Source: an optimization exercise on an open RTL-to-GDS flow (aim: small area, a short achievable clock period and few clock cycles per item). Production flows keep margins and buffers that such runs may drop.
Only simulation tests tie the RTL to the original design; equivalence was not proved.

File: flow/flow/run.sh
#!/bin/bash
# Standard layout, with timing repair aimed at a tighter period than the
# clock's (the constraints are unchanged).
set -euo pipefail
bash standard.sh SETUP_SLACK_MARGIN=6.7 finish > orfs_flow.log 2>&1
File: flow/standard.sh
#!/bin/bash
# synth_recipe.tcl (not shown) runs the flow's synth.tcl, then flattens the netlist and writes it again
# the make line also repeats each setting of config.mk as NAME=value (left out here)
make -C /OpenROAD-flow-scripts/flow DESIGN_CONFIG=/design/flow/config.mk WORK_HOME=/design/flow/orfs CLKGATE_MAP_FILE= SYNTH_SCRIPT=/design/flow/synth_recipe.tcl "${@:-finish}"
File: flow/config.mk
export PLATFORM = sky130hd
export DESIGN_NAME = idct_top
export DESIGN_NICKNAME = idct_top
export VERILOG_FILES = /design/flow/design.v
export SDC_FILE = /design/flow/constraint.sdc
export NUM_CORES = 4
export LEC_CHECK = 0
export CAP_MARGIN = 20
export CORE_MARGIN = 2
export CORE_UTILIZATION = 40
export PLACE_DENSITY = 0.6
export SETUP_SLACK_MARGIN = 5
export SLEW_MARGIN = 20
export SYNTH_MEMORY_MAX_BITS = 8192
File: flow/constraint.sdc
create_clock -name core_clock -period 10.0 [get_ports {Clock}]
set_input_delay 2.0000 -clock core_clock [delete_from_list [all_inputs] [get_ports {Clock}]]
set_output_delay 2.0000 -clock core_clock [all_outputs]
set_load 0.01 [all_outputs]
File: flow/design.v
package idct_pkg;
	function automatic logic [1:0] lane(input logic [2:0] k, input logic [1:0] n);
		case ({k, n})
			5'd5, 5'd9, 5'd10, 5'd12, 5'd23, 5'd24, 5'd27, 5'd30: lane = 2'd1;
			5'd6, 5'd15, 5'd20, 5'd29: lane = 2'd2;
			5'd7, 5'd13, 5'd22, 5'd28: lane = 2'd3;
			default: lane = 2'd0;
		endcase
	endfunction
	function automatic logic cneg(input logic [2:0] k, input logic [1:0] n);
		case ({k, n})
			5'd10, 5'd11: cneg = 1'b1;
			5'd13, 5'd14, 5'd15: cneg = 1'b1;
			5'd17, 5'd18: cneg = 1'b1;
			5'd21: cneg = 1'b1;
			5'd25, 5'd27: cneg = 1'b1;
			5'd29, 5'd31: cneg = 1'b1;
			default: cneg = 1'b0;
		endcase
	endfunction
endpackage
`timescale 1ns/100ps
module idct_addsub #(
	parameter int W = 32
) (
	input logic [W-1:0] a,
	input logic [W-1:0] b,
	input logic sub,
	output logic [W-1:0] y
);
logic [W:0] t;
assign t = {a, 1'b1} + {b ^ {W{sub}}, sub};
assign y = t[W:1];
endmodule
`timescale 1ns/100ps
module idct_mcm #(
	parameter int IW = 16,
	parameter int OW = 28
) (
	input logic Clock,
	input logic signed [IW-1:0] x_in,
	input logic odd_in,      
	input logic zero4_in,    
	output logic [3:0][OW-1:0] p
);
localparam int W9 = IW + 4;
localparam int W11 = IW + 4;
localparam int W25 = IW + 5;
localparam int W35 = IW + 6;
localparam int W257 = (IW + 9 < OW) ? IW + 9 : OW;
logic signed [IW-1:0] xa;
logic signed [W9-1:0] x9;
logic signed [W11-1:0] x11;
logic signed [W25-1:0] x25;
logic signed [W35-1:0] x35;
logic signed [W257-1:0] x257;
logic odd, zero4, even26;
always_ff @(posedge Clock) begin
	xa <= x_in;
	x9 <= (W9'(x_in) <<< 3) + W9'(x_in);
	x11 <= (W11'(x_in) <<< 4) - (W11'(x_in) <<< 2) - W11'(x_in);
	x25 <= (W25'(x_in) <<< 5) - (W25'(x_in) <<< 3) + W25'(x_in);
	x35 <= (W35'(x_in) <<< 5) + (W35'(x_in) <<< 2) - W35'(x_in);
	x257 <= (W257'(x_in) <<< 8) + W257'(x_in);
	odd <= odd_in;
	zero4 <= zero4_in;
	even26 <= !odd_in && !zero4_in;
end
logic [OW-1:0] ex, e9, e11, e25, e35, e257;
assign ex = OW'(xa);
assign e9 = OW'(x9);
assign e11 = OW'(x11);
assign e25 = OW'(x25);
assign e35 = OW'(x35);
assign e257 = OW'(x257);
logic [OW-1:0] l0_a, l0_b, l1_a, l1_b;
logic [OW-1:0] l0, l1, l2, l3;
assign l0_a = zero4 ? (ex << 11) : (e11 << 8);
assign l0_b = odd ? e25 : (zero4 ? '0 : (e35 << 2));
idct_addsub #(.W(OW)) as_l0 (.a(l0_a), .b(l0_b), .sub(even26), .y(l0));
assign l1_a = odd ? (e257 << 3) : (e9 << 7);
assign l1_b = odd ? (e11 << 5) : (e11 << 2);
idct_addsub #(.W(OW)) as_l1 (.a(l1_a), .b(l1_b), .sub(!odd), .y(l1));
assign l2 = (e25 << 6) + e9;
assign l3 = (e9 << 6) - e11;
always_ff @(posedge Clock) begin
	p <= {l3, l2, l1, l0};
end
endmodule
`timescale 1ns/100ps
module idct_top #(
	parameter int ROW_PITCH = 320
) (
	input logic Clock,
	input logic Resetn,
	input logic start,
	input logic [17:0] in_base,
	input logic [17:0] out_base,
	input logic [15:0] sram_read_data,
	output logic [17:0] sram_address,
	output logic [15:0] sram_write_data,
	output logic sram_we_n,
	output logic busy,
	output logic finish
);
localparam logic [17:0] PIX_PITCH = 18'(ROW_PITCH / 2);
localparam logic [6:0] LAST = 7'd110;
logic start_d;
logic [6:0] cnt;           
logic [17:0] out_base_r;
logic go;
assign go = !busy && start && !start_d;
always_ff @(posedge Clock or negedge Resetn) begin
	if (!Resetn) begin
		start_d <= 1'b0;
		busy <= 1'b0;
		finish <= 1'b0;
		cnt <= '0;
	end else begin
		start_d <= start;
		finish <= 1'b0;
		if (go) begin
			busy <= 1'b1;
			cnt <= 7'd1;
		end else if (busy) begin
			cnt <= cnt + 7'd1;
			if (cnt == LAST) begin
				busy <= 1'b0;
				finish <= 1'b1;
			end
		end
	end
end
logic [2:0] n_mcm1, n_cnt, dr_n, k_ring, k_mcm2;
logic [4:0] m_tap;
assign n_mcm1 = 3'(cnt - 7'd3);          
assign n_cnt = 3'(cnt - 7'd5);           
assign dr_n = 3'(cnt - 7'd14);           
assign k_mcm2 = 3'((cnt - 7'd15) >> 3);  
assign k_ring = 3'((cnt - 7'd17) >> 3);  
assign m_tap = 5'(cnt - 7'd75);          
logic ra_odd, ra_zero4;       
logic ca_odd, ca_zero4;       
logic [3:0][1:0] r_sel;       
logic [3:0] r_neg;
logic r_first;
logic [3:0][1:0] r_sel_d;
logic [3:0] r_neg_d;
logic r_first_d;
logic hold_ld;                
logic [1:0] dr_i;             
logic dr_sub;
logic [3:0][1:0] c_sel;       
logic [3:0] c_neg;
logic c_first;
logic ring_v;
logic [3:0][1:0] c_sel_d;
logic [3:0] c_neg_d;
logic c_first_d;
logic ring_v_d;
logic tp_odd;                 
logic [1:0] tp_i;             
logic tp_sub;                 
logic tp_odd_d;
logic [1:0] tp_i_d;
logic tp_sub_d;
logic [17:0] addr_delta;
logic rd_step;                
logic wr_load;                
logic wr_step;                
logic we_next;                
function automatic logic [1:0] row_index(input logic [4:0] m);
	case ({m[4:3], m[0]})
		3'b000: row_index = 2'd0;
		3'b001: row_index = 2'd1;
		3'b010: row_index = 2'd3;
		3'b011: row_index = 2'd2;
		3'b100: row_index = 2'd2;
		3'b101: row_index = 2'd3;
		3'b110: row_index = 2'd1;
		default: row_index = 2'd0;
	endcase
endfunction
always_ff @(posedge Clock) begin
	ra_odd <= n_mcm1[0];
	ra_zero4 <= (n_mcm1[1:0] == 2'b00);
	ca_odd <= k_mcm2[0];
	ca_zero4 <= (k_mcm2[1:0] == 2'b00);
	for (int c = 0; c < 4; c++) begin
		r_sel[c] <= idct_pkg::lane(n_cnt, 2'(c));
		r_neg[c] <= idct_pkg::cneg(n_cnt, 2'(c));
		c_sel[c] <= idct_pkg::lane(k_ring, 2'(c));
		c_neg[c] <= idct_pkg::cneg(k_ring, 2'(c));
	end
	r_first <= (n_cnt == 3'd0) || (n_cnt == 3'd1);
	r_sel_d <= r_sel;
	r_neg_d <= r_neg;
	r_first_d <= r_first;
	dr_i <= dr_n[2] ? ~dr_n[1:0] : dr_n[1:0];
	dr_sub <= dr_n[2];
	c_sel_d <= c_sel;
	c_neg_d <= c_neg;
	c_first_d <= c_first;
	ring_v_d <= ring_v;
	tp_odd <= m_tap[0];
	tp_i <= row_index(m_tap);
	tp_sub <= m_tap[3];
	tp_odd_d <= tp_odd;
	tp_i_d <= tp_i;
	tp_sub_d <= tp_sub;
end
always_ff @(posedge Clock or negedge Resetn) begin
	if (!Resetn) begin
		hold_ld <= 1'b0;
		ring_v <= 1'b0;
		c_first <= 1'b0;
		rd_step <= 1'b0;
		wr_load <= 1'b0;
		wr_step <= 1'b0;
		we_next <= 1'b0;
		addr_delta <= '0;
	end else begin
		hold_ld <= busy && cnt >= 7'd13 && cnt <= 7'd69 && cnt[2:0] == 3'd5;
		ring_v <= busy && cnt >= 7'd17 && cnt <= 7'd80;
		c_first <= busy && cnt >= 7'd17 && cnt <= 7'd32;
		rd_step <= go || (busy && cnt <= 7'd62);
		wr_load <= busy && cnt == 7'd77;
		wr_step <= busy && cnt >= 7'd78 && cnt <= 7'd108;
		we_next <= busy && cnt >= 7'd77 && cnt <= 7'd108;
		if (go || (busy && cnt <= 7'd62)) begin
			addr_delta <= (go || cnt[2:0] != 3'd7) ? 18'd1 : 18'(ROW_PITCH - 7);
		end else begin
			if (cnt[0] == 1'b0) begin
				addr_delta <= PIX_PITCH;
			end else if (cnt[2:0] == 3'd5) begin
				addr_delta <= (cnt[4:3] == 2'b11) ? (18'd0 - 18'd3 * PIX_PITCH - 18'd3) :
					(18'd3 * PIX_PITCH - 18'd3);
			end else begin
				addr_delta <= 18'd1 - PIX_PITCH;
			end
		end
	end
end
always_ff @(posedge Clock or negedge Resetn) begin
	if (!Resetn) begin
		sram_address <= '0;
		sram_we_n <= 1'b1;
		out_base_r <= '0;
	end else begin
		sram_we_n <= !(busy && we_next);
		if (go) begin
			sram_address <= in_base;
			out_base_r <= out_base;
		end else if (wr_load) begin
			sram_address <= out_base_r;
		end else if (busy && (rd_step || wr_step)) begin
			sram_address <= sram_address + addr_delta;
		end
	end
end
logic signed [15:0] s_reg;
logic [3:0][27:0] lp1;
logic [3:0][12:0] lp1_hi_d;
always_ff @(posedge Clock) begin
	s_reg <= sram_read_data;
	for (int l = 0; l < 4; l++) begin
		lp1_hi_d[l] <= lp1[l][27:15];
	end
end
idct_mcm #(.IW(16), .OW(28)) mcm1 (
	.Clock(Clock),
	.x_in(s_reg),
	.odd_in(ra_odd),
	.zero4_in(ra_zero4),
	.p(lp1)
);
logic [3:0][29:0] acc1;    
logic [3:0][29:0] acc2;    
logic [3:0][29:0] ev_h;
logic [3:0][29:0] od_h;
for (genvar c = 0; c < 4; c++) begin : g_row
	logic [14:0] lo_a, lo_b;
	logic [15:0] lo_s;
	logic [14:0] hi_a, hi_b, hi_s;
	logic cy;
	assign lo_a = r_first ? 15'd0 : acc2[c][14:0];
	assign lo_b = lp1[r_sel[c]][14:0] ^ {15{r_neg[c]}};
	assign lo_s = {1'b0, lo_a} + {1'b0, lo_b} + 16'(r_neg[c]);
	assign hi_a = r_first_d ? 15'd0 : acc1[c][29:15];
	assign hi_b = 15'($signed(lp1_hi_d[r_sel_d[c]])) ^ {15{r_neg_d[c]}};
	assign hi_s = hi_a + hi_b + 15'(cy);
	always_ff @(posedge Clock) begin
		acc1[c] <= {acc2[c][29:15], lo_s[14:0]};
		cy <= lo_s[15];
		acc2[c] <= {hi_s, acc1[c][14:0]};
		if (hold_ld) begin
			ev_h[c] <= acc2[c];
			od_h[c] <= {hi_s, acc1[c][14:0]};
		end
	end
end
logic [30:0] dr_sum;
logic signed [22:0] t_reg;
idct_addsub #(.W(31)) as_drain (
	.a(31'($signed(ev_h[dr_i]))),
	.b(31'($signed(od_h[dr_i]))),
	.sub(dr_sub),
	.y(dr_sum)
);
always_ff @(posedge Clock) begin
	t_reg <= dr_sum[30:8];
end
logic [3:0][31:0] lp2;
logic [3:0][15:0] lp2_hi_d;
idct_mcm #(.IW(23), .OW(32)) mcm2 (
	.Clock(Clock),
	.x_in(t_reg),
	.odd_in(ca_odd),
	.zero4_in(ca_zero4),
	.p(lp2)
);
always_ff @(posedge Clock) begin
	for (int l = 0; l < 4; l++) begin
		lp2_hi_d[l] <= lp2[l][31:16];
	end
end
logic [15:0][3:0][31:0] ring;
for (genvar r = 0; r < 4; r++) begin : g_col
	logic [15:0] lo_a, lo_b;
	logic [16:0] lo_s;
	logic [15:0] hi_a, hi_b, hi_s;
	logic lo_cin, hi_cy;
	assign lo_a = c_first ? 16'd0 : ring[15][r][15:0];
	assign lo_b = ring_v ? (lp2[c_sel[r]][15:0] ^ {16{c_neg[r]}}) : 16'd0;
	assign lo_cin = ring_v && c_neg[r];
	assign lo_s = {1'b0, lo_a} + {1'b0, lo_b} + 17'(lo_cin);
	assign hi_a = c_first_d ? 16'd0 : ring[0][r][31:16];
	assign hi_b = ring_v_d ? (lp2_hi_d[c_sel_d[r]] ^ {16{c_neg_d[r]}}) : 16'd0;
	assign hi_s = hi_a + hi_b + 16'(hi_cy);
	always_ff @(posedge Clock) begin
		for (int i = 2; i < 16; i++) begin
			ring[i][r] <= ring[i-1][r];
		end
		ring[0][r] <= {ring[15][r][31:16], lo_s[15:0]};
		hi_cy <= lo_s[16];
		ring[1][r] <= {hi_s, ring[0][r][15:0]};
	end
end
logic [15:0] ae_l, be_l, ao_l, bo_l;
logic [15:0] ae_h, be_h, ao_h, bo_h;
logic [16:0] ce, co;
logic cy_e, cy_o;
logic [15:0] qh_e, qh_o;
assign ae_l = tp_odd ? ring[2][tp_i][15:0] : ring[1][tp_i][15:0];
assign be_l = tp_odd ? ring[10][tp_i][15:0] : ring[9][tp_i][15:0];
assign ao_l = tp_odd ? ring[1][tp_i][15:0] : ring[0][tp_i][15:0];
assign bo_l = tp_odd ? ring[9][tp_i][15:0] : ring[8][tp_i][15:0];
assign ce = {1'b0, ae_l} + {1'b0, be_l ^ {16{tp_sub}}} + 17'(tp_sub);
assign co = {1'b0, ao_l} + {1'b0, bo_l ^ {16{tp_sub}}} + 17'(tp_sub);
assign ae_h = tp_odd_d ? ring[3][tp_i_d][31:16] : ring[2][tp_i_d][31:16];
assign be_h = tp_odd_d ? ring[11][tp_i_d][31:16] : ring[10][tp_i_d][31:16];
assign ao_h = tp_odd_d ? ring[2][tp_i_d][31:16] : ring[1][tp_i_d][31:16];
assign bo_h = tp_odd_d ? ring[10][tp_i_d][31:16] : ring[9][tp_i_d][31:16];
always_ff @(posedge Clock) begin
	cy_e <= ce[16];
	cy_o <= co[16];
	qh_e <= ae_h + (be_h ^ {16{tp_sub_d}}) + 16'(cy_e);
	qh_o <= ao_h + (bo_h ^ {16{tp_sub_d}}) + 16'(cy_o);
end
function automatic logic [7:0] clip(input logic [15:0] q);
	if (q[15]) begin
		clip = 8'h00;
	end else if (|q[14:8]) begin
		clip = 8'hff;
	end else begin
		clip = q[7:0];
	end
endfunction
always_ff @(posedge Clock) begin
	sram_write_data <= {clip(qh_e), clip(qh_o)};
end
endmodule
==> flow_summary_export.csv, run 1 <==
group,metric,value,unit
yosys,synthFlopType,"dfxtp_1",
worst_setup_path,critPathArrivalTime,4.69,ns
yosys,synth_top_family_by_area,"multiplexers",
worst_setup_path,crit_path_frequent_cell,"o21ai_2",
timing,fmax,260.3,MHz
yosys,synth_compound_area_share,8.447,%
route,drt_iter0_drc,3989,
run,maxCapViolCount,0,
timing,finalCriticalPeriod,3.842,ns
final_layout,ff_latch_area,70160,um2
timing,whs,0.2701,ns
global_routing,grt_max_degree,177,
final_layout,drive_gt1_share,25.92,%
worst_setup_path,end_kind,"flip-flop",
clock_network,ctsHoldBuffers,0,
route,dr_total_vias,78316,
timing,slew_headroom,27.79,%
placed_design,gp_congestion,0.8921,
final_layout,final_common_cell,"dfxtp_1",
clock_network,clk_pin_slew,0.06,ns
yosys,synthArstFlopShare,1.849,%
yosys,yosys.area_share.simple,7.840,%
clock_network,cts_sinks,3353,
final_layout,multi_input_area,59030,um2
global_routing,gr-total-overflow,0,
floorplan,initial_core_util,40.15,%
clock_network,clock_tree.root_cell,"clkbuf_16",
timing,setup_tns,0,ns
worst_setup_path,cp_slowest_cell,"or4b_4",
timing,finalCritPeriodShare,38.42,%
route,post-route-drc-count,0,
yosys,synth_edf_count,240,
global_routing,antenna_found_initial,9,
yosys,ys_ff_latch,3353,
yosys,yosys_warnings,3,
route,finalWirelength,312.7,mm
final_layout,num-fill-cells,26882,
timing,setup_violations,0,
global_routing,grt_pass1_wl,476.8,mm
final_layout,area_growth,24.38,%
worst_setup_path,critical_path.startpoint_type,"flip-flop",
timing,hold_viol_final,0,
worst_setup_path,critical_path.top_delay_family,"compound AO/OA/AOI/OAI gates",
final_layout,regMostFlops,"ring",
floorplan,core,314500,um2
clock_network,cts_buffers,338,
yosys,ys_seq_area_share,55.31,%
route,first_pass_iters,5,
final_layout,fin_area,157000,um2
yosys,synthCells,10254,
placed_design,numPlacedInstances,14260,
worst_setup_path,cp_num_buf_inv,3,
yosys,synth_xor_xnor_area_share,6.409,%
timing,rsz0062_at_grt,"yes",
global_routing,grt_pass1_vias,81882,
worst_setup_path,critical_path.cell_chain,"buf_12, buf_16, buf_4, mux4_2, mux2i_1, xnor2_1, ha_1, nor2b_2, o21ai_2, a21boi_2, o21ai_2, a21boi_2, o21ai_2, a21oi_2, o41ai_4, or4b_4, o211ai_1",
clock_network,cts_htree_levels,5,
yosys,syn-num-nets,11204,
placed_design,place_hpwl,213.0,mm
worst_setup_path,max_stage_delay,0.51,ns
yosys,synthAdderAreaFrac,9.666,%
clock_network,clockBufferDepth,4,
yosys,synth_mux_area_share,9.953,%
placed_design,port_buffers,91,
floorplan,ioPinCount,92,
route,ant_nets,0,
floorplan,die_h,565.8,um
yosys,netlist_area,126300,um2
final_layout,fin_util,49.94,%
floorplan,die_w,565.8,um
timing,tightest_slew,1.083,ns
floorplan,die-area,320200,um2
clock_network,insertion_delay,0.94,ns
final_layout,largest_reg_flops,2048,
timing,fin_skew,0.07477,ns
worst_setup_path,critPathRequiredTime,10.85,ns
global_routing,gr-usage-all-layers,18.96,%
clock_network,cts_tree,"built",
worst_hold_path,hold_path.class,"reg2reg",
floorplan,rows,206,
final_layout,nets,12089,
placed_design,dpl_cell_area,132500,um2
final_layout,final_cells,15590,
worst_setup_path,crit_fanout,5,
worst_setup_path,critPathKind,"reg2reg",
timing,final-max-slew-violation-count,0,
route,vias_per_cell,5.023,
yosys,syn_area_per_cell,12.31,um2
final_layout,largestRegisters,"ring x2048, mcm2.p x125",
route,wire_per_inst,20.06,um
outcome,status,"no timing/DRC/antenna violations",
yosys,yosysUniqueCellTypes,88,
final_layout,final_cell_mix,"2936 x dfxtp_1, 660 x ha_1, 552 x buf_4",
## per-layer routing
metal  track usage (%)  vias to the layer above  share of wire (%)
li1                  -                    37702                  -
met4             6.601                        0                3.6
met1             24.32                    38441                 44
met5                 0                        -                  0
met2             32.83                     1580                 49
met3             2.385                      593                3.7
## cells by family after synthesis
group,count (synthesis)
AO/OA/AOI/OAI,1652
AND/OR/NAND/NOR,1987
flip-flops,3353
XOR/XNOR,924
multiplexers,651
adder cells (fa/ha/maj),895
buffers and inverters,792
## synth_stat cells (34+ instances only)
cell type / instances / area [um2]
xor2_1: 353 / 3092
and3_1: 64 / 400.4
buf_1: 78 / 292.8
a21o_1: 192 / 1441
o21bai_1: 85 / 638.1
nand2_1: 499 / 1873
nand2b_1: 76 / 475.5
a211oi_1: 35 / 262.8
nand3_1: 107 / 535.5
clkbuf_1: 207 / 777.0
a21boi_0: 47 / 352.8
mux2i_1: 90 / 900.9
xnor2_1: 571 / 5001
nor2b_1: 330 / 2064
mux4_2: 475 / 10700
nor2_1: 451 / 1693
fa_1: 134 / 2683
dfrtp_1: 61 / 1526
dfxtp_1: 3051 / 61080
edfxtp_1: 240 / 7207
o21ai_0: 377 / 1887
a21oi_1: 460 / 2302
a31oi_1: 34 / 212.7
nor3_1: 125 / 625.6
ha_1: 761 / 9522
a22oi_1: 42 / 315.3
and2_1: 164 / 1026
o21a_1: 73 / 548.0
mux2_2: 86 / 968.4
or3_1: 36 / 225.2
inv_1: 494 / 1854
## path summary, 6_finish.rpt
check | from | to | slack (ns) | cells past startpoint
max reg2reg | tp_i_d[0] | qh_e[14] | 6.16 | 17
min reg2reg | ring[924] | ring[1052] | 0.27 | 0
max in group asynchronous | Resetn | hold_ld | 8.12 | 1
max | tp_i_d[0] | qh_e[14] | 6.16 | 17
min in group asynchronous | Resetn | out_base_r[9] | 1.18 | 1
min | ring[924] | ring[1052] | 0.27 | 0
## metrics by stage
step	worst slack (ns)
6_report	6.158
5_1_grt	6.013
4_1_cts	6.079
3_5_place_dp	4.717
3_3_place_gp	4.613
2_1_floorplan	6.173
## cell type report
cell class	count	share of cell area [%]
Sequential cell	3353	44.67
Multi-Input combinational cell	6111	37.59
Clock inverter	175	1.676
Inverter	497	1.284
Clock buffer	448	6.100
Antenna cell	8	0.01275
Timing Repair Buffer	838	5.350
Tap cell	4160	3.314
## timing repair
action	in CTS	in global routing
resized for setup	1056	506
gates cloned	26	4
setup buffers	437	232
pin swaps	396	406
setup endpoints to repair	445	284
Testbench counts, summed over its fixed seeds: cycles 7,112, blocks 64.
==> inputs of run 2 (changes only) <==
==> flow/flow/run.sh (replaced) <==
#!/bin/bash
# Standard layout, with timing repair aimed at a tighter period than the
# clock's (the constraints are unchanged).
set -euo pipefail
bash standard.sh SETUP_SLACK_MARGIN=6.0 finish > orfs_flow.log 2>&1
==> run 2 against run 1 <==
Still clean on timing, DRC and antenna. Setup slack got worse by 0.075 ns. Core utilization decreased by 3.4 points. Critical path depth decreased by 3. Via count decreased by 3.9%. Register-to-register slack got worse by 0.08 ns. Clock-buffer cell count increased by 7. Cell count decreased by 3.5%. Synthesized cell count unchanged. Die area unchanged. Critical endpoint is now t_reg[22]. Largest cell class unchanged. Highest routed layer unchanged.
==> flow_summary_export.csv, run 2 <==
group,metric,value,unit
outcome,status,"no timing/DRC/antenna violations",
global_routing,grt_pass1_vias,78003,
global_routing,antenna_found_initial,13,
yosys,synth_area_leaders,"dfxtp_1 48%, mux4_2 8.5%, ha_1 7.5%",
timing,setup_tns,0,ns
timing,finalCriticalPeriod,3.917,ns
yosys,syn_area_per_cell,12.31,um2
worst_setup_path,max_stage_delay,0.57,ns
clock_network,cts_sinks,3353,
global_routing,grt_max_degree,169,
yosys,synthDominantCellAreaShare,48.37,%
yosys,ys_ff_latch,3353,
final_layout,final_cell_mix,"2974 x dfxtp_1, 761 x ha_1, 568 x xnor2_1",
yosys,synth_top_cell_by_area,"dfxtp_1",
clock_network,cts_buffers,335,
final_layout,fin_util,46.52,%
route,drt_iter0_drc,4388,
yosys,ys_seq_area_share,55.31,%
route,post-route-drc-count,0,
timing,fin_skew,0.07537,ns
clock_network,ctsHoldBuffers,0,
run,maxCapViolCount,0,
worst_setup_path,reg2reg_slack,6.08,ns
placed_design,place_hpwl,212.1,mm
yosys,netlist_area,126300,um2
yosys,yosys_warnings,3,
floorplan,die_w,565.8,um
worst_setup_path,critPathRequiredTime,10.82,ns
clock_network,clockBufferDepth,4,
route,vias_per_cell,5.002,
worst_setup_path,critical_path.top_delay_family,"compound AO/OA/AOI/OAI gates",
worst_setup_path,r2r_end,"t_reg[22]",
yosys,yosysMostFrequentCell,"dfxtp_1",
yosys,synthTopCellsByCount,"3051 x dfxtp_1, 761 x ha_1, 571 x xnor2_1, 499 x nand2_1, 494 x inv_1",
floorplan,rows,206,
timing,fmax,255.3,MHz
worst_setup_path,critPathKind,"reg2reg",
floorplan,die-area,320200,um2
final_layout,area_growth,15.86,%
floorplan,die_h,565.8,um
clock_network,clock_tree.root_cell,"clkbuf_16",
final_layout,regMostFlops,"ring",
placed_design,gp_congestion,0.9220,
route,wire_per_inst,19.42,um
worst_setup_path,cp_slowest_cell,"a2111oi_2",
worst_setup_path,cp_num_buf_inv,1,
yosys,synthFlopType,"dfxtp_1",
worst_hold_path,holdPathStages,0,
floorplan,initial_core_util,40.15,%
final_layout,final_common_cell,"dfxtp_1",
route,ant_nets,0,
route,first_pass_iters,5,
clock_network,insertion_delay,0.92,ns
worst_setup_path,end_kind,"flip-flop",
global_routing,grt_pass1_wl,450.0,mm
yosys,synthCells,10254,
final_layout,largestRegisters,"ring x2048, mcm2.p x125",
clock_network,clk_pin_slew,0.06,ns
worst_hold_path,holdCritStartpoint,"ring[932]",
global_routing,gr-usage-all-layers,17.80,%
timing,slew_headroom,26.04,%
worst_setup_path,r2r_cells,14,
yosys,syn-num-nets,11204,
timing,hold_viol_final,0,
worst_hold_path,min_to,"ring[1060]",
timing,rsz0062_at_grt,"yes",
yosys,synthArstFlopShare,1.849,%
final_layout,largest_reg_flops,2048,
placed_design,port_buffers,91,
route,dr_total_vias,75276,
timing,tightest_slew,1.105,ns
worst_setup_path,critical_path.startpoint_type,"flip-flop",
timing,setup_violations,0,
worst_setup_path,critical_path.cell_chain,"buf_4, mux4_2, xor2_1, ha_1, a21o_1, a21o_1, a2111oi_2, o21ai_4, a21oi_4, o31ai_4, nand3_1, nand2_1, a2111oi_2, mux2_2",
yosys,yosysUniqueCellTypes,88,
timing,final-max-slew-violation-count,0,
global_routing,gr-total-overflow,0,
floorplan,core,314500,um2
clock_network,cts_htree_levels,5,
yosys,synth_edf_count,240,
final_layout,num-fill-cells,27962,
worst_setup_path,crit_fanout,6,
worst_setup_path,critPathArrivalTime,4.74,ns
final_layout,nets,11561,
route,finalWirelength,292.3,mm
final_layout,drive_gt1_share,15.31,%
worst_hold_path,hold_path.class,"reg2reg",
timing,finalCritPeriodShare,39.17,%
worst_setup_path,rr_startpoint,"dr_i[0]",
floorplan,ioPinCount,92,
clock_network,cts_tree,"built",
-- run 2: cell counts after synthesis --
Identical to the previous run, type by type.
-- run 2: final cells by class --
class                           count  area [um2]  share of cell area, %
Antenna cell                        7       17.52                0.01197
Clock buffer                      455        9577                  6.547
Clock inverter                    153        1936                  1.323
Inverter                          497        1942                  1.327
Multi-Input combinational cell   6109       54380                  37.18
Sequential cell                  3353       70070                  47.90
Tap cell                         4160        5205                  3.558
Timing Repair Buffer              315        3158                  2.159
-- run 2: routing by layer --
| layer | vias up | share of wire [%] | GRT usage (%) |
|---|---|---|---|
| met5 | - | 0 | 0 |
| met4 | 0 | 3.4 | 6.099 |
| met3 | 543 | 3.6 | 2.318 |
| met2 | 1470 | 48 | 30.33 |
| met1 | 36640 | 45 | 23.24 |
| li1 | 36623 | - | - |
-- run 2: what timing repair did --
| action | 4_1_cts | 5_1_grt |
|---|---|---|
| resized for setup | 264 | 174 |
| setup buffers | 97 | 66 |
| pin swaps | 18 | 59 |
| setup endpoints to repair | 274 | 126 |
| cloned | 3 | 3 |
-- run 2: worst max-delay path by stage --
stage	from	endpoint	slack, ns	depth (start not counted)
after floorplan	dr_i[0]	t_reg[20]	6.00	15
after global placement	mcm1.odd	qh_o[14]	4.32	17
after detailed placement	mcm1.odd	qh_o[14]	4.33	17
after CTS	tp_i_d[0]	qh_o[14]	5.88	17
after global routing	tp_i_d[0]	qh_o[14]	5.85	17
final	dr_i[0]	t_reg[22]	6.08	14
-- run 2: metrics by stage --
step / setup slack (ns) / hold WS, ns / cells / instance area, um2
finish: 6.083 / 0.2803 / 15049 / 146300
global route: 5.847 / 0.2798 / 15045 / 146300
CTS: 5.881 / 0.2848 / 14973 / 145100
detailed placement: 4.335 / 0.3121 / 14265 / 131800
global placement: 4.320 / 0.3097 / 14264 / 131800
floorplan: 6.003 / 0.3096 / 10254 / 126500
-- run 2: kinds of logic (layout without fill, tap and decap cells) --
family | after synthesis | in the layout | share of synthesized area [%]
xor+xnor | 924 | 924 | 6.409
compound gates | 1652 | 1652 | 8.447
flops | 3353 | 3353 | 55.31
mux | 651 | 651 | 9.953
buf+inv | 792 | 1420 | 2.374
other cells | 0 | 7 | 0
simple gates | 1987 | 1987 | 7.840
fa+ha+maj | 895 | 895 | 9.666
==> inputs of run 3 (changes only) <==
--- a/flow/config.mk
+++ b/flow/config.mk
@@ -9,4 +9,4 @@
 export CORE_MARGIN = 2
-export CORE_UTILIZATION = 40
-export PLACE_DENSITY = 0.6
+export CORE_UTILIZATION = 55
+export PLACE_DENSITY = 0.7
 export SETUP_SLACK_MARGIN = 5
==> run 3 against run 2 <==
Still clean. Sequential share of layout area is 0.66 points higher. Clock-buffer cell count decreased by 15. Via count is 0.92% higher. Die area decreased by 27%. Clock skew down 0.0032 ns. Non-clock buffer count is 27 lower. Setup slack barely moved.
==> flow_summary_export.csv, run 3 <==
group,metric,value,unit
yosys,yosysMostFrequentCell,"dfxtp_1",
timing,final-max-slew-violation-count,0,
worst_setup_path,cp-startpoint,"sram_address[10]",
timing,finalCriticalPeriod,3.917,ns
placed_design,place_hpwl,204.3,mm
floorplan,die-area,233400,um2
global_routing,gr-total-overflow,0,
worst_hold_path,hold_path.class,"reg2reg",
clock_network,cts_htree_levels,5,
yosys,synthCells,10254,
route,ant_nets,0,
timing,setup_tns,0,ns
yosys,synth_top_cell_by_area,"dfxtp_1",
final_layout,final_common_cell,"dfxtp_1",
worst_setup_path,path_depth,1,
worst_setup_path,cp_slowest_cell,"clkdlybuf4s50_1",
worst_setup_path,critical_path.startpoint_type,"flip-flop",
yosys,synthDominantCellAreaShare,48.37,%
timing,fmax,255.3,MHz
clock_network,cts_sinks,3353,
worst_setup_path,critPathArrivalTime,1.92,ns
final_layout,final_cell_mix,"2980 x dfxtp_1, 758 x ha_1, 566 x xnor2_1",
yosys,ys_seq_area_share,55.31,%
timing,hold_viol_final,0,
timing,whs,0.2839,ns
route,drt_iter0_drc,4817,
run,maxCapViolCount,0,
clock_network,clock_tree.root_cell,"clkbuf_16",
route,finalWirelength,285.4,mm
global_routing,grt_max_degree,176,
clock_network,cts_buffers,339,
yosys,syn-num-nets,11204,
final_layout,final_cells,13849,
yosys,ys_ff_latch,3353,
yosys,synth_edf_count,240,
final_layout,nets,11538,
route,first_pass_iters,6,
clock_network,clockBufferDepth,4,
yosys,synthFlopType,"dfxtp_1",
global_routing,antenna_found_initial,16,
yosys,yosys_warnings,3,
placed_design,numPlacedInstances,13112,
yosys,yosysUniqueCellTypes,88,
floorplan,rows,175,
worst_setup_path,r2r_end,"od_h[89]",
yosys,syn_area_per_cell,12.31,um2
timing,fin_skew,0.07221,ns
worst_setup_path,endpoint,"sram_address[10]",
yosys,synthTopCellsByCount,"3051 x dfxtp_1, 761 x ha_1, 571 x xnor2_1, 499 x nand2_1, 494 x inv_1",
final_layout,fin_util,63.35,%
timing,rsz0062_at_grt,"yes",
final_layout,largestRegisters,"ring x2048, mcm2.p x125",
yosys,synthArstFlopShare,1.849,%
route,vias_per_cell,5.485,
outcome,status,"no timing/DRC/antenna violations",
worst_setup_path,end_kind,"primary output",
worst_setup_path,critical_path.cell_chain,"clkdlybuf4s50_1",
floorplan,die_h,483.1,um
timing,setup_violations,0,
global_routing,grt_pass1_wl,441.6,mm
worst_hold_path,holdPathStages,0,
timing,tightest_slew,1.144,ns
global_routing,gr-usage-all-layers,24.01,%
final_layout,area_growth,14.26,%
route,wire_per_inst,20.61,um
yosys,netlist_area,126300,um2
final_layout,largest_reg_flops,2048,
global_routing,grt_pass1_vias,78353,
floorplan,initial_core_util,55.45,%
timing,slew_headroom,23.73,%
final_layout,regMostFlops,"ring",
route,post-route-drc-count,0,
worst_setup_path,rr_startpoint,"r_sel_d[4]",
worst_setup_path,cp_num_buf_inv,1,
clock_network,clk_pin_slew,0.06,ns
final_layout,drive_gt1_share,15.01,%
floorplan,core,227700,um2
placed_design,port_buffers,91,
worst_setup_path,r2r_cells,15,
clock_network,ctsHoldBuffers,0,
placed_design,gp_congestion,0.9405,
clock_network,insertion_delay,0.96,ns
worst_setup_path,critical_path.top_delay_family,"buffers and inverters",
floorplan,ioPinCount,92,
worst_setup_path,critPathRequiredTime,8.00,ns
floorplan,die_w,483.1,um
route,dr_total_vias,75965,
clock_network,cts_tree,"built",
yosys,synth_area_leaders,"dfxtp_1 48%, mux4_2 8.5%, ha_1 7.5%",
worst_setup_path,reg2reg_slack,6.11,ns
worst_setup_path,crit_fanout,3,
worst_setup_path,critPathKind,"reg2out",
worst_setup_path,max_stage_delay,0.56,ns
final_layout,num-fill-cells,17163,
timing,finalCritPeriodShare,39.17,%
==> run 3: cell count changes in the layout (fill, tap and decap cells not counted), moves of 7 or more <==
| cell | delta |
|---|---|
| buf_4 | -30 |
| clkbuf_8 | -12 |
| clkdlybuf4s50_1 | -7 |
| clkinv_16 | -7 |
| clkinv_8 | -8 |
| inv_16 | -7 |
| inv_6 | +14 |
==> run 3: worst min-delay path by stage <==
stage               start     endpoint  slack (ns)
2_1_floorplan  mcm1.p[15]  lp1_hi_d[0]        0.31
3_3_place_gp   ring[1603]   ring[1731]        0.31
3_5_place_dp   ring[1849]   ring[1977]        0.31
4_1_cts         ring[723]    ring[851]        0.29
5_1_grt         ring[756]    ring[884]        0.29
6_report        ring[564]    ring[692]        0.28
==> run 3: repair_timing <==
| action | CTS | global route |
|---|---|---|
| setup buffers | 79 | 55 |
| pin swaps | 22 | 65 |
| gates cloned | 4 | 6 |
| resized for setup | 252 | 204 |
| endpoints found under the setup margin | 259 | 132 |
==> run 3: layer usage <==
metal | track usage, % | up-vias | wire, um
met5 | 0 | - | 0
met4 | 9.037 | 0 | 10610
met3 | 3.350 | 568 | 11900
met2 | 40.53 | 1766 | 137400
met1 | 31.44 | 37099 | 125500
li1 | - | 36532 | -
==> run 3: logic make-up (layout without fill, tap and decap cells) <==
logic type / Yosys count / count (layout) / synth area share, %
other cells: 0 / 4 / 0
xor+xnor: 924 / 924 / 6.409
mux: 651 / 651 / 9.953
buf+inv: 792 / 1374 / 2.374
compound gates: 1652 / 1652 / 8.447
flops: 3353 / 3353 / 55.31
simple gates: 1987 / 1987 / 7.840
fa+ha+maj: 895 / 895 / 9.666
==> run 3: layout make-up <==
cell class              count  area [um2]  area share, %
inverters                 497        1927          1.336
flip-flops and latches   3353       70060          48.56
well taps                3009        3765          2.610
multi-input cells        6109       54510          37.78
repair buffers            288        2970          2.059
clock inverters           149        1650          1.144
clock buffers             440        9379          6.501
diodes                      4       10.01       0.006938
==> run 3: through the flow <==
step	instance area [um2]	setup WS [ns]
floorplan	126500	6.003
global placement	130300	4.682
detailed placement	130300	4.609
CTS	142900	5.962
global route	144300	5.867
finish	144300	6.083
==> inputs of run 4 (changes only) <==
==> flow/flow/run.sh (replaced) <==
#!/bin/bash
# Standard layout, with timing repair aimed at a tighter period than the
# clock's (the constraints are unchanged), and a clock tree of larger sink
# clusters driven by smaller buffers, without dummy loads.
set -euo pipefail
bash standard.sh SETUP_SLACK_MARGIN=6.0 \
  "CTS_ARGS=-sink_clustering_enable -repair_clock_nets -dont_use_dummy_load -sink_clustering_size 24 -buf_list sky130_fd_sc_hd__clkbuf_8" \
  finish > orfs_flow.log 2>&1
--- a/flow/config.mk
+++ b/flow/config.mk
@@ -9,4 +9,4 @@
 export CORE_MARGIN = 2
-export CORE_UTILIZATION = 55
-export PLACE_DENSITY = 0.7
+export CORE_UTILIZATION = 40
+export PLACE_DENSITY = 0.6
 export SETUP_SLACK_MARGIN = 5
==> run 4 against run 3 <==
Still clean. Non-clock buffer count rose by 19. Area after synthesis unchanged. Via count fell by 0.28%. Cell count increased by 8.1%. Core utilization shrank 18 points. Sequential share of layout area is 0.75 points higher. Register-to-register slack about the same. Highest routed layer unchanged.
==> flow_summary_export.csv, run 4 <==
group,metric,value,unit
timing,final-max-slew-violation-count,0,
clock_network,cts_htree_levels,6,
floorplan,ioPinCount,92,
clock_network,cts_tree,"built",
yosys,synthTopCellsByCount,"3051 x dfxtp_1, 761 x ha_1, 571 x xnor2_1, 499 x nand2_1, 494 x inv_1",
route,post-route-drc-count,0,
worst_hold_path,hold_path.class,"reg2reg",
floorplan,die_w,565.8,um
floorplan,die_h,565.8,um
timing,finalCriticalPeriod,3.898,ns
clock_network,ctsHoldBuffers,0,
outcome,status,"no timing/DRC/antenna violations",
timing,whs,0.2314,ns
placed_design,gp_congestion,0.9220,
global_routing,grt_max_degree,169,
placed_design,place_hpwl,212.1,mm
final_layout,fin_util,45.18,%
yosys,syn-num-nets,11204,
yosys,synthArstFlopShare,1.849,%
worst_setup_path,reg2reg_slack,6.10,ns
final_layout,ff_latch_area,70060,um2
final_layout,multi_input_area,54380,um2
floorplan,rows,206,
floorplan,core,314500,um2
final_layout,num-fill-cells,28454,
final_layout,largestRegisters,"ring x2048, mcm2.p x125",
yosys,synthCells,10254,
global_routing,gr-total-overflow,0,
final_layout,final_cells,14973,
route,dr_total_vias,75756,
timing,rsz0062_at_grt,"yes",
worst_setup_path,max_stage_delay,0.66,ns
placed_design,pre_cts_ws,4.335,ns
clock_network,clockBufferDepth,4,
worst_setup_path,critPathArrivalTime,4.85,ns
yosys,yosysMostFrequentCell,"dfxtp_1",
worst_setup_path,critical_path.startpoint_type,"flip-flop",
yosys,synth_area_leaders,"dfxtp_1 48%, mux4_2 8.5%, ha_1 7.5%",
run,maxCapViolCount,0,
final_layout,nets,11756,
worst_setup_path,critPathRequiredTime,10.96,ns
route,first_pass_iters,6,
yosys,synth_edf_count,240,
route,vias_per_cell,5.060,
yosys,synthDominantCellAreaShare,48.37,%
yosys,yosysUniqueCellTypes,88,
yosys,netlist_area,126300,um2
timing,finalCritPeriodShare,38.98,%
route,wire_per_inst,19.55,um
worst_setup_path,cp_slowest_cell,"or4_1",
global_routing,grt_pass1_wl,451.3,mm
yosys,yosys_warnings,3,
clock_network,insertion_delay,1.10,ns
worst_setup_path,crit_fanout,46,
worst_setup_path,critical_path.cell_chain,"buf_16, mux2_2, ha_1, o21ai_0, nand2b_1, o2111ai_1, or4_1, a31oi_4, a31oi_1, nor2b_1, nor2_1, o211a_1",
global_routing,antenna_found_initial,15,
worst_setup_path,end_kind,"flip-flop",
placed_design,dpl_cell_area,131800,um2
route,finalWirelength,292.7,mm
yosys,ys_seq_area_share,55.31,%
clock_network,clk_pin_slew,0.06,ns
final_layout,largest_reg_flops,2048,
yosys,synth_top_cell_by_area,"dfxtp_1",
placed_design,numPlacedInstances,14265,
timing,fin_skew,0.1021,ns
floorplan,initial_core_util,40.15,%
clock_network,cts_sinks,3353,
final_layout,fin_area,142100,um2
final_layout,final_common_cell,"dfxtp_1",
placed_design,port_buffers,91,
clock_network,clock_tree.root_cell,"clkbuf_8",
worst_setup_path,critPathKind,"reg2reg",
global_routing,gr-usage-all-layers,17.85,%
route,drt_iter0_drc,4420,
yosys,ys_ff_latch,3353,
timing,fmax,256.6,MHz
final_layout,final_cell_mix,"2976 x dfxtp_1, 760 x ha_1, 568 x xnor2_1",
final_layout,regMostFlops,"ring",
timing,tightest_slew,1.112,ns
yosys,synthFlopType,"dfxtp_1",
timing,hold_viol_final,0,
timing,fin_ws,6.102,ns
final_layout,drive_gt1_share,15.24,%
timing,slew_headroom,25.56,%
floorplan,die-area,320200,um2
timing,setup_tns,0,ns
timing,setup_violations,0,
clock_network,cts_buffers,538,
yosys,syn_area_per_cell,12.31,um2
route,ant_nets,0,
global_routing,grt_pass1_vias,79079,
final_layout,area_growth,12.52,%
==> run 4: layout make-up <==
class / instances / area share, %
antenna: 9 / 0.01585
clock buffer: 538 / 5.212
inverter: 497 / 1.364
multi-input combinational: 6109 / 38.28
sequential: 3353 / 49.31
tap: 4160 / 3.664
timing repair buffer: 307 / 2.154
==> run 4: worst paths after layout <==
check	from	end	cells past startpoint
setup / recovery	mcm2.odd	mcm2.p[61]	12
hold / removal	ring[1073]	ring[1201]	0
setup reg to reg	mcm2.odd	mcm2.p[61]	12
hold reg to reg	ring[1073]	ring[1201]	0
max in group asynchronous	Resetn	busy	1
min in group asynchronous	Resetn	cnt[4]	1
==> run 4: worst max-delay path, delay by kind of cell (launching register included) <==
kind / cells / cell delay, ns
DFF: 1 / 0.62
AOI/OAI and AO/OA: 5 / 1.00
adders and majority gates: 1 / 0.34
muxes: 1 / 0.36
and+or+nand+nor: 4 / 1.21
buffers and inverters: 1 / 0.27
==> run 4: per-layer routing <==
metal,vias up,track usage [%],wire length [um]
met2,1643,30.25,140300
met4,0,6.922,10820
met3,650,2.682,11910
met5,-,0,0
li1,36643,-,-
met1,36820,22.91,129700
==> run 4: logic make-up after synthesis <==
family	share of synthesized area [%]
AOI/OAI and AO/OA	8.447
and+or+nand+nor	7.840
xor gates and xnor gates	6.409
adders and majority gates	9.666
buffers and inverters	2.374
muxes	9.953
DFF	55.31
==> run 4: what timing repair did <==
item,4_1_cts,5_1_grt
gates resized for setup,303,164
setup endpoints to repair,301,123
gates cloned,3,2
buffers inserted,92,64
pin swaps,17,53
==> inputs of run 5 (changes only) <==
--- a/flow/design.v
+++ b/flow/design.v
@@ -50,3 +50,2 @@
 localparam int W257 = (IW + 9 < OW) ? IW + 9 : OW;
-logic signed [IW-1:0] xa;
 logic signed [W9-1:0] x9;
@@ -56,5 +55,4 @@
 logic signed [W257-1:0] x257;
-logic odd, zero4, even26;
+logic odd, zero4;
 always_ff @(posedge Clock) begin
-	xa <= x_in;
 	x9 <= (W9'(x_in) <<< 3) + W9'(x_in);
@@ -66,6 +64,4 @@
 	zero4 <= zero4_in;
-	even26 <= !odd_in && !zero4_in;
 end
-logic [OW-1:0] ex, e9, e11, e25, e35, e257;
-assign ex = OW'(xa);
+logic [OW-1:0] e9, e11, e25, e35, e257;
 assign e9 = OW'(x9);
@@ -77,5 +73,5 @@
 logic [OW-1:0] l0, l1, l2, l3;
-assign l0_a = zero4 ? (ex << 11) : (e11 << 8);
-assign l0_b = odd ? e25 : (zero4 ? '0 : (e35 << 2));
-idct_addsub #(.W(OW)) as_l0 (.a(l0_a), .b(l0_b), .sub(even26), .y(l0));
+assign l0_a = zero4 ? (e11 << 10) : (e11 << 8);
+assign l0_b = odd ? e25 : (zero4 ? (e9 << 10) : (e35 << 2));
+idct_addsub #(.W(OW)) as_l0 (.a(l0_a), .b(l0_b), .sub(!odd), .y(l0));
 assign l1_a = odd ? (e257 << 3) : (e9 << 7);
==> run 5 against run 4 <==
Fmax is 0.26% lower. Wire length is 3.5% lower. Final area is 1.7% lower. Setup slack worse by 0.010 ns. Hold slack worse by 0.00097 ns. Via count decreased by 3.7%. Largest cell class unchanged. Non-clock buffer count down 23. Critical endpoint is now t_reg[22].
==> flow_summary_export.csv, run 5 <==
group,metric,value,unit
outcome,status,"no timing/DRC/antenna violations",
yosys,syn-num-nets,10908,
floorplan,die_w,561.2,um
timing,fmax,255.9,MHz
worst_hold_path,holdCritStartpoint,"ring[1517]",
floorplan,rows,204,
placed_design,port_buffers,91,
floorplan,core,308800,um2
yosys,synth_area_leaders,"dfxtp_1 49%, mux4_2 8.6%, ha_1 7.7%",
clock_network,clock_tree.root_cell,"clkbuf_8",
timing,finalCritPeriodShare,39.08,%
timing,hold_viol_final,0,
worst_setup_path,cp-startpoint,"dr_i[0]",
worst_setup_path,critical_path.cell_chain,"buf_12, mux4_2, xnor2_1, ha_1, and3_1, a221oi_4, o211ai_1, a21oi_2, o21ai_2, a221o_1, a221oi_4, a211oi_1, nor2_1, nor3_1, nor2_1",
yosys,yosysMostFrequentCell,"dfxtp_1",
clock_network,cts_sinks,3330,
worst_setup_path,critPathRequiredTime,10.99,ns
timing,final-max-slew-violation-count,0,
global_routing,antenna_found_initial,9,
final_layout,regMostFlops,"ring",
route,wire_per_inst,19.32,um
worst_setup_path,end_kind,"flip-flop",
yosys,netlist_area,124200,um2
worst_setup_path,rr_startpoint,"dr_i[0]",
yosys,syn_area_per_cell,12.47,um2
timing,finalCriticalPeriod,3.908,ns
yosys,yosys_warnings,3,
worst_setup_path,cp_slowest_cell,"mux4_2",
worst_setup_path,critPathKind,"reg2reg",
floorplan,die-area,315000,um2
yosys,yosysUniqueCellTypes,99,
clock_network,cts_htree_levels,6,
global_routing,gr-total-overflow,0,
global_routing,grt_max_degree,182,
run,maxCapViolCount,0,
final_layout,largestRegisters,"ring x2048, mcm2.p x125",
floorplan,ioPinCount,92,
final_layout,drive_gt1_share,15.84,%
clock_network,insertion_delay,1.14,ns
timing,whs,0.2305,ns
final_layout,final_cell_mix,"2947 x dfxtp_1, 757 x ha_1, 542 x xnor2_1",
worst_setup_path,path_depth,15,
yosys,synthCells,9958,
clock_network,cts_buffers,534,
timing,setup_tns,0,ns
route,ant_nets,0,
worst_setup_path,critPathArrivalTime,4.90,ns
final_layout,nets,11444,
worst_setup_path,critical_path.top_delay_family,"compound AO/OA/AOI/OAI gates",
worst_setup_path,r2r_cells,15,
global_routing,grt_pass1_wl,436.2,mm
timing,tightest_slew,1.252,ns
route,drt_iter0_drc,3522,
worst_hold_path,hold_path.class,"reg2reg",
clock_network,cts_tree,"built",
global_routing,gr-usage-all-layers,17.64,%
worst_hold_path,holdPathStages,0,
yosys,ys_seq_area_share,55.86,%
worst_setup_path,cp_num_buf_inv,1,
yosys,synthArstFlopShare,1.862,%
placed_design,place_hpwl,203.0,mm
clock_network,clockBufferDepth,4,
timing,slew_headroom,16.53,%
final_layout,num-fill-cells,27875,
timing,setup_violations,0,
route,first_pass_iters,6,
worst_setup_path,critical_path.startpoint_type,"flip-flop",
route,finalWirelength,282.5,mm
clock_network,clk_pin_slew,0.06,ns
route,vias_per_cell,4.985,
yosys,synth_top_cell_by_area,"dfxtp_1",
route,dr_total_vias,72920,
final_layout,area_growth,12.45,%
timing,rsz0062_at_grt,"yes",
floorplan,initial_core_util,40.22,%
worst_setup_path,max_stage_delay,0.49,ns
final_layout,largest_reg_flops,2048,
yosys,synthDominantCellAreaShare,48.80,%
final_layout,final_common_cell,"dfxtp_1",
worst_setup_path,crit_fanout,5,
clock_network,ctsHoldBuffers,0,
route,post-route-drc-count,0,
floorplan,die_h,561.2,um
timing,fin_skew,0.1129,ns
yosys,synth_edf_count,240,
global_routing,grt_pass1_vias,76737,
yosys,synthFlopType,"dfxtp_1",
yosys,ys_ff_latch,3330,
yosys,synthTopCellsByCount,"3028 x dfxtp_1, 761 x ha_1, 545 x xnor2_1, 515 x inv_1, 475 x mux4_2",
placed_design,gp_congestion,0.8637,
[run 5: changes by cell type after synthesis, sizes merged, moves of 25 or more]
cell / delta
nand2: -80
mux2: +53
xor2: -43
a22oi: -34
a21o: -26
xnor2: -25
[run 5: cells by family (layout without fill, tap and decap cells)]
family          after synthesis  in the layout  synth area share, %
fa+ha+maj                   895            895                9.826
flops                      3330           3330                55.86
mux                         716            716                10.69
other cells                   0             15                    0
buf+inv                     801           1335                2.441
xor+xnor                    856            856                6.042
compound gates             1534           1534                7.806
simple gates               1826           1826                7.334
[run 5: stage by stage]
| step | cell area [um2] | setup WS (ns) | util [%] | instances |
|---|---|---|---|---|
| 2_1_floorplan | 124300 | 6.004 | - | 9958 |
| 3_3_place_gp | 129600 | 4.976 | 41.95 | 13924 |
| 4_1_cts | 138400 | 5.921 | 44.82 | 14545 |
| 5_1_grt | 139600 | 5.889 | 45.21 | 14614 |
| 3_5_place_dp | 129600 | 4.969 | 41.96 | 13924 |
| 6_report | 139700 | 6.092 | 45.23 | 14627 |
[run 5: worst paths after layout]
| check | end | slack [ns] |
|---|---|---|
| min in group asynchronous | out_base_r[2] | 1.00 |
| worst max register to register | t_reg[22] | 6.09 |
| worst min register to register | ring[1645] | 0.23 |
| worst min-delay path | ring[1645] | 0.23 |
| worst max-delay path | t_reg[22] | 6.09 |
| max in group asynchronous | busy | 8.35 |
[run 5: layout make-up]
class	instances	area, um2	share of cell area [%]
Timing Repair Buffer	284	2908	2.082
Clock buffer	534	7350	5.262
Tap cell	4120	5155	3.691
Multi-Input combinational cell	5827	52630	37.68
Antenna cell	15	37.54	0.02687
Sequential cell	3330	69610	49.83
Inverter	517	1994	1.428
[run 5: routing by layer]
layer	vias to the layer above	share of wire, %	GRT usage, %
li1	35448	-	-
met2	1535	48	29.83
met4	0	3.6	6.793
met1	35358	45	22.74
met5	-	0	0
met3	579	3.9	2.600
[run 5: what timing repair did]
action                                  4_1_cts  5_1_grt
cloned                                        6        3
endpoints found under the setup margin      251      117
gates resized for setup                     267      189
buffers inserted                             81       63
pin swaps                                    14       46
Testbench counts of run 5, summed over its fixed seeds: cycles 7,112, blocks 64.
==> inputs of run 6 (changes only) <==
--- a/flow/flow/run.sh
+++ b/flow/flow/run.sh
@@ -6,3 +6,3 @@
 bash standard.sh SETUP_SLACK_MARGIN=6.0 \
-  "CTS_ARGS=-sink_clustering_enable -repair_clock_nets -dont_use_dummy_load -sink_clustering_size 24 -buf_list sky130_fd_sc_hd__clkbuf_8" \
+  "CTS_ARGS=-sink_clustering_enable -repair_clock_nets -dont_use_dummy_load -sink_clustering_size 40 -buf_list {sky130_fd_sc_hd__clkbuf_4 sky130_fd_sc_hd__clkbuf_8}" \
   finish > orfs_flow.log 2>&1
==> run 6 against run 5 <==
Cell count hardly changed. Clock-buffer cell count stayed put. Fmax hardly changed. Area after synthesis stayed put. Final area is 0.11% higher. Register-to-register slack hardly changed. Clock skew hardly changed. Core utilization hardly changed. Sequential share of layout area is 0.052 points lower.
==> flow_summary_export.csv, run 6 <==
group,metric,value,unit
outcome,status,"no timing/DRC/antenna violations",
yosys,synthDominantCellAreaShare,48.80,%
worst_setup_path,critPathRequiredTime,10.77,ns
global_routing,grt_pass1_vias,76738,
timing,final-max-slew-violation-count,0,
yosys,netlist_area,124200,um2
clock_network,cts_buffers,534,
global_routing,antenna_found_initial,9,
placed_design,dpl_cell_area,129600,um2
clock_network,insertion_delay,1.14,ns
worst_setup_path,critical_path.startpoint_type,"flip-flop",
yosys,yosysUniqueCellTypes,99,
yosys,syn_area_per_cell,12.47,um2
clock_network,ctsHoldBuffers,0,
yosys,ys_seq_area_share,55.86,%
final_layout,largest_reg_flops,2048,
clock_network,clk_pin_slew,0.06,ns
worst_setup_path,end_kind,"flip-flop",
final_layout,regMostFlops,"ring",
worst_setup_path,crit_path_frequent_cell,"o21ai_0",
timing,finalCritPeriodShare,39.04,%
clock_network,clockBufferDepth,4,
route,drt_iter0_drc,3520,
final_layout,final_cells,14629,
final_layout,largestRegisters,"ring x2048, mcm2.p x125",
floorplan,ioPinCount,92,
placed_design,gp_congestion,0.8637,
placed_design,port_buffers,91,
route,top_layer_used,"met4",
timing,whs,0.2254,ns
yosys,synthCells,9958,
route,wire_per_inst,19.37,um
placed_design,numPlacedInstances,13924,
route,first_pass_iters,7,
yosys,synthArstFlopShare,1.862,%
global_routing,grt_pass1_wl,436.0,mm
timing,setup_tns,0,ns
worst_setup_path,critPathArrivalTime,4.67,ns
yosys,synthFlopType,"dfxtp_1",
worst_setup_path,max_stage_delay,0.52,ns
clock_network,cts_sinks,3330,
global_routing,gr-total-overflow,0,
yosys,yosys_warnings,3,
worst_setup_path,critical_path.cell_chain,"buf_4, mux4_2, xor2_2, ha_1, nor2b_1, o21ai_0, a21boi_0, o21ai_0, a21boi_1, o21ai_1, a21boi_0, o21ai_0, a21oi_2, mux2_2, o2111ai_1",
route,vias_per_cell,4.990,
final_layout,final_common_cell,"dfxtp_1",
timing,hold_viol_final,0,
final_layout,area_growth,12.57,%
floorplan,core,308800,um2
timing,fin_skew,0.1133,ns
floorplan,rows,204,
yosys,syn-num-nets,10908,
yosys,synthTopCellsByCount,"3028 x dfxtp_1, 761 x ha_1, 545 x xnor2_1, 515 x inv_1, 475 x mux4_2",
yosys,synth_area_leaders,"dfxtp_1 49%, mux4_2 8.6%, ha_1 7.7%",
clock_network,cts_htree_levels,6,
global_routing,gr-usage-all-layers,17.64,%
route,finalWirelength,283.4,mm
timing,finalCriticalPeriod,3.904,ns
route,drt-met1-wl,127.4,mm
yosys,synth_top_cell_by_area,"dfxtp_1",
timing,fmax,256.1,MHz
final_layout,fin_util,45.27,%
yosys,yosysMostFrequentCell,"dfxtp_1",
floorplan,die_w,561.2,um
timing,slew_headroom,19.64,%
global_routing,grt_max_degree,182,
worst_setup_path,cp_slowest_cell,"mux4_2",
yosys,ys_ff_latch,3330,
route,ant_nets,0,
worst_setup_path,crit_fanout,3,
route,wl_met2,135.0,mm
clock_network,cts_tree,"built",
timing,rsz0062_at_grt,"yes",
floorplan,die_h,561.2,um
worst_setup_path,critical_path.top_delay_family,"compound AO/OA/AOI/OAI gates",
clock_network,clock_tree.root_cell,"clkbuf_8",
route,post-route-drc-count,0,
final_layout,fin_area,139800,um2
placed_design,place_hpwl,203.0,mm
final_layout,drive_gt1_share,15.93,%
final_layout,final_cell_mix,"2947 x dfxtp_1, 757 x ha_1, 540 x xnor2_1",
worst_hold_path,hold_path.class,"reg2reg",
worst_setup_path,cp_num_buf_inv,1,
timing,setup_violations,0,
timing,tightest_slew,1.205,ns
final_layout,num-fill-cells,27867,
route,dr_total_vias,73004,
run,maxCapViolCount,0,
final_layout,nets,11450,
route,wl_met3,10.80,mm
worst_setup_path,critPathKind,"reg2reg",
floorplan,die-area,315000,um2
yosys,synth_edf_count,240,
floorplan,initial_core_util,40.22,%
run 6: cells by family after synthesis:
kind of cell               synth area share [%]
adders and majority gates                 9.826
AOI/OAI and AO/OA                         7.806
DFF                                       55.86
buffers and inverters                     2.441
xor gates and xnor gates                  6.042
muxes                                     10.69
and+or+nand+nor                           7.334
run 6: path summary, 6_finish.rpt:
check,start,depth (start not counted),endpoint,slack [ns]
max,r_sel_d[6],15,od_h[118],6.10
min,ring[492],0,ring[620],0.23
max reg2reg,r_sel_d[6],15,od_h[118],6.10
min reg2reg,ring[492],0,ring[620],0.23
max in group asynchronous,Resetn,1,busy,8.35
min in group asynchronous,Resetn,1,out_base_r[2],1.00
run 6: area by class of cell:
type / count / area, um2 / area share, %
flip-flops and latches: 3330 / 69610 / 49.78
well taps: 4120 / 5155 / 3.687
multi-input cells: 5827 / 52690 / 37.68
diodes: 11 / 27.53 / 0.01969
inverters: 517 / 1998 / 1.429
repair buffers: 290 / 2995 / 2.142
clock buffers: 534 / 7350 / 5.256
run 6: timing repair:
item                       CTS  global route
cloned                       6             5
setup endpoints to repair  250           116
setup buffers               80            68
pin swaps                   16            48
gates resized for setup    267           196
run 6: routing by layer:
metal	global-route usage, %	vias to the layer above
li1	-	35446
met1	22.72	35446
met2	29.85	1538
met3	2.600	574
met4	6.759	0
met5	0	-
run 6: through the flow:
step | setup slack [ns]
floorplan | 6.004
global placement | 4.976
detailed placement | 4.969
CTS | 5.928
global route | 5.844
finish | 6.096
run 6: worst register-to-register path, delay by kind of cell, from the launching register on:
kind / cells / cell delay (ns)
xor+xnor: 1 / 0.21
buf+inv: 1 / 0.13
simple gates: 1 / 0.12
fa+ha+maj: 1 / 0.26
mux: 2 / 0.76
compound gates: 9 / 1.75
flops: 1 / 0.35

[afterwards: timing with drivers on the ports]
In the flow no input, the clock included, has a driving cell. The finished layouts below were timed again as built, in two steps. Step 1, drivers: a clkbuf_16 drives Clock and a buf_2 each remaining input, both assumed. Step 2 also shifts input and output timing later by t, the mid clock arrival at the registers, as if the neighbouring blocks saw the same clock. a / b / c = ideal / step 1 / step 2; a / b = the first two.
run | t (ns) | setup slack, ns | worst setup path at the end | cell pins on the clock port's net
run 1 | 0.998 | 6.158 / 6.158 / 5.968 | input to register | 1
run 2 | 0.981 | 6.083 / 6.031 / 5.880 | input to register | 1
run 3 | 1.024 | 6.083 / 5.991 / 5.667 | input to register | 1
run 4 | 1.159 | 6.102 / 6.069 / 5.861 | input to register | 1
run 5 | 1.183 | 6.092 / 6.043 / 5.910 | input to register | 1
run 6 | 1.181 | 6.096 / 6.046 / 5.927 | input to register | 1
After both steps setup and hold are still met in every run listed. The setup slack of run 3, which loses most, moves by -0.092 ns with the drivers and by -0.416 ns with both steps.
